This is an optimization exercise on Yosys and OpenROAD, whose aim is small area, a short achievable clock period and few clock cycles per item, not a production implementation.
Function was checked by simulation only, so behaviour that the tests miss may differ from the original.

## job 9928
Design pi_heading_aligner_top, start of the top module:
module pi_heading_aligner_top (
  input  logic                                clk_i,
  input  logic                                rst_ni,
  input  logic                                cfg_we_i,
  input  logic [pha_pkg::AddrW-1:0]           cfg_addr_i,
  input  logic [pha_pkg::CfgDataW-1:0]        cfg_wdata_i,
  input  logic                                in_valid_i,
  output logic                                in_ready_o,
  input  logic signed [pha_pkg::ErrW-1:0]     heading_error_i,
  input  logic                                target_valid_i,
  output logic                                out_valid_o,
  input  logic                                out_ready_i,
  output logic signed [pha_pkg::DriveW-1:0]   left_drive_o,
  output logic signed [pha_pkg::DriveW-1:0]   right_drive_o,
  output logic signed [pha_pkg::DriveW-1:0]   steer_value_o,
  output logic                                aligned_o
);
  localparam int unsigned IW = 21;   
  pha_pkg::cfg_t cfg_q;
  logic sk_valid_q, s0_valid_q, s1_valid_q, s2_valid_q, out_valid_q;
  logic adv, s0_load, in_acc, in_ready_q;
  logic [ErrW-1:0]        sk_err_q, s0_err_q;
  logic                   sk_tgt_q, s0_tgt_q, s1_tgt_q, s2_tgt_q;
  logic signed [IW-1:0]   integ_q;
  logic [36:0]            s1_prop_q;
  logic [36:5]            s2_acc_q;
  logic signed [DriveW-1:0] left_q, right_q, steer_q;
  logic                   aligned_q;
  logic [GainEncW-1:0] gain_enc;
  always_comb begin
    for (int j = 0; j < GainW / 2; j++) begin
      logic y1, y0, ym;
      y1 = cfg_wdata_i[2*j+1];
      y0 = cfg_wdata_i[2*j];
      ym = (j == 0) ? 1'b0 : cfg_wdata_i[2*j-1];
      gain_enc[3*j]   = y0 ^ ym;
      gain_enc[3*j+1] = (y1 & !y0 & !ym) | (!y1 & y0 & ym);
  ...
clock: 15.0 ns
lec_check: 0
abc_area: 1
cap_margin: 20
core_margin: 2
core_utilization: 40
slew_margin: 20
tns_end_percent: 5
standard.sh (not shown) runs the stock make flow with config.mk's settings and CLKGATE_MAP_FILE= SYNTH_SCRIPT=/design/flow/synth_recipe.tcl, a recipe that flattens the netlist after the stock synthesis.
==> flow/flow/run.sh <==
#!/bin/bash
set -euo pipefail
HERE="$(cd "$(dirname "$0")" && pwd)"
mapfile -t ARGS < "$HERE/make_args.txt"
bash standard.sh finish "${ARGS[@]}" > flow_make.log 2>&1
==> flow/flow/make_args.txt <==
SETUP_SLACK_MARGIN=9.8
BUFFER_PORTS_ARGS=-buffer_cell sky130_fd_sc_hd__buf_1
Job 9928: flow completed, timing, DRC and antenna clean
Testbench counts of job 9928, summed over its fixed seeds: cycles 5,952, items 5,760.
diff inputs: job 9928 => job 6328
==> flow/flow/make_args.txt <==
SETUP_SLACK_MARGIN=10.5
--- a/flow/config.mk
+++ b/flow/config.mk
@@ -12,2 +12 @@
 export SLEW_MARGIN = 20
-export TNS_END_PERCENT = 5
--- outcome ---
- In summary, job 6328 completed successfully, with a layout that passed the timing, design-rule and antenna checks.
- Final area in job 6328 is about 13% higher than in job 9928
- Register-to-register slack (job 6328 over job 9928): increase, 100 ps
- In the metrics for job 9928 and job 6328, the one carrying the higher clock-cell share of area is job 9928.
- Final critical path time including I/O delays and setup, job 9928 and job 6328, higher one = job 9928.
- For job 6328, the destination of the critical timing path was s2_acc_q[31]$_DFFE_PP_, unlike job 9928, where it was s2_acc_q[33]$_DFFE_PP_.
Edits applied to the flow inputs when going from job 6328 to job 4409:
==> flow/flow/make_args.txt <==
SETUP_SLACK_MARGIN=9.6
BUFFER_PORTS_ARGS=-buffer_cell sky130_fd_sc_hd__buf_1
## What came out
Per the final summary, job 4409 finished and its layout is clean on timing, DRC and antenna.
For the total track usage, job 4409 came in 2.8 points lower than job 6328 did.
Diff job 6328 -> job 4409 | clock period minus final worst setup slack | increase of 220 ps
Of the two values seen for slowest cell on the critical path, fa_2 was produced by job 6328 and fa_1 by job 4409.
The first-pass GRT wire length of job 4409 was superior to that of job 6328.


rev 12:
Starting RTL as in the previous note.
Settings: LEC_CHECK=0, ABC_AREA=1, CAP_MARGIN=20, CORE_MARGIN=2, CORE_UTILIZATION=40, SLEW_MARGIN=20; clock period 15.0 ns.
==> flow/flow/make_args.txt <==
SETUP_SLACK_MARGIN=10
BUFFER_PORTS_ARGS=-buffer_cell sky130_fd_sc_hd__buf_1
Scripts as last shown in full above: flow/flow/run.sh
Rev 12 reached the final stage; the timing, design-rule and antenna checks on its layout passed.
Testbench counts of rev 12, summed over its fixed seeds: cycles 5,952, items 5,760.
diff inputs: rev 12 => rev 13
- an added TNS_END_PERCENT of 5
- a change of CORE_UTILIZATION from 40 to 50
==> flow/flow/make_args.txt <==
SETUP_SLACK_MARGIN=9.8
BUFFER_PORTS_ARGS=-buffer_cell sky130_fd_sc_hd__buf_1
==> comparison <==
Rev 12 → rev 13: worst hold-check slack grew by 9.8 ps.
Rev 13 vs. rev 12: die boundary height saw a decrease; placed standard-cell area went down 1.1%.
Core utilization: rev 13 higher than rev 12
| total of fill cells in the finished design | higher: rev 12 |


the previous run:
Starting RTL as in the previous note.
==> flow/config.mk <==
export PLATFORM = sky130hd
export DESIGN_NAME = pi_heading_aligner_top
export DESIGN_NICKNAME = pi_heading_aligner_top
export VERILOG_FILES = /design/flow/design.v
export SDC_FILE = /design/flow/constraint.sdc
export NUM_CORES = 4
export LEC_CHECK = 0
export ABC_AREA = 1
export CAP_MARGIN = 20
export CORE_MARGIN = 2
export CORE_UTILIZATION = 40
export SLEW_MARGIN = 20
==> flow/constraint.sdc <==
create_clock -name core_clock -period 15.0 [get_ports {clk_i}]
set_input_delay 3.0000 -clock core_clock [delete_from_list [all_inputs] [get_ports {clk_i}]]
set_output_delay 3.0000 -clock core_clock [all_outputs]
set_load 0.01 [all_outputs]
==> flow/flow/make_args.txt <==
SETUP_SLACK_MARGIN=9.8
BUFFER_PORTS_ARGS=-buffer_cell sky130_fd_sc_hd__buf_1
Scripts as last shown in full above: flow/flow/run.sh
Testbench counts of the previous run, summed over its fixed seeds: cycles 5,952, items 5,760.
Relative to the previous run, the following input files were edited for the current run:
==> flow/flow/run.sh <==
#!/bin/bash
set -euo pipefail
MARGIN=$(cat "$(dirname "$0")/setup_margin.txt")
bash standard.sh finish SETUP_SLACK_MARGIN=$MARGIN > flow_make.log 2>&1
==> flow/flow/setup_margin.txt (new file) <==
10
removed: flow/flow/make_args.txt
### Flow results
The current run reached the end of the flow, and the finished layout is clean on the timing, design-rule and antenna checks.
The current run vs. the previous run: share of cell area taken by flip-flops and latches moved down; count of non-filler cells in the finished layout moved up; final period utilization moved down.
[compare] base=the previous run new=the current run: critical-path maximum fanout decreased 2; worst hold slack after final layout saw little to no change.

what the ideal ports hide:
No port has a modelled driver above. Below, the same layouts with a new extraction and two added sets of constraints. Step 1: set_driving_cell puts a clkbuf_16 on clk_i and a buf_2 on each other input, an assumption about the parent block. Step 2 adds t to the input delays and takes it off the output delays; t is the mean of the earliest and latest rising clock arrival at the registers after step 1. Input paths then give back, and output paths get back, about the clock's delay inside the block. Slacks: no drivers / after step 1 / after step 2; pairs: no drivers / after step 1.
| run | t, ns | setup WS [ns] | clock arrival spread, ns | slew at the worst register clock pin (ns) | worst slew at a driven data input, ns |
|---|---|---|---|---|---|
| job 9928 | 0.647 | 9.837 / 9.837 / 9.554 | 0.025 / 0.025 | 0.08 / 0.08 | 0.09 |
| job 6328 | 0.638 | 9.940 / 9.940 / 9.940 | 0.030 / 0.030 | 0.07 / 0.07 | 0.09 |
| job 4409 | 0.629 | 9.720 / 9.720 / 9.375 | 0.040 / 0.040 | 0.07 / 0.07 | 0.08 |
| rev 12 | 0.631 | 9.956 / 9.956 / 9.748 | 0.033 / 0.033 | 0.07 / 0.07 | 0.09 |
| rev 13 | 0.633 | 9.869 / 9.869 / 9.572 | 0.011 / 0.011 | 0.07 / 0.07 | 0.11 |
| the previous run | 0.626 | 9.849 / 9.849 / 9.588 | 0.034 / 0.034 | 0.07 / 0.07 | 0.08 |
| the current run | 0.635 | 9.972 / 9.972 / 9.557 | 0.019 / 0.018 | 0.07 / 0.07 | 0.08 |
After both steps setup and hold are still met in every run listed. The setup slack of the current run, which loses most, moves by 0.000 ns with the drivers and by -0.415 ns with both steps.
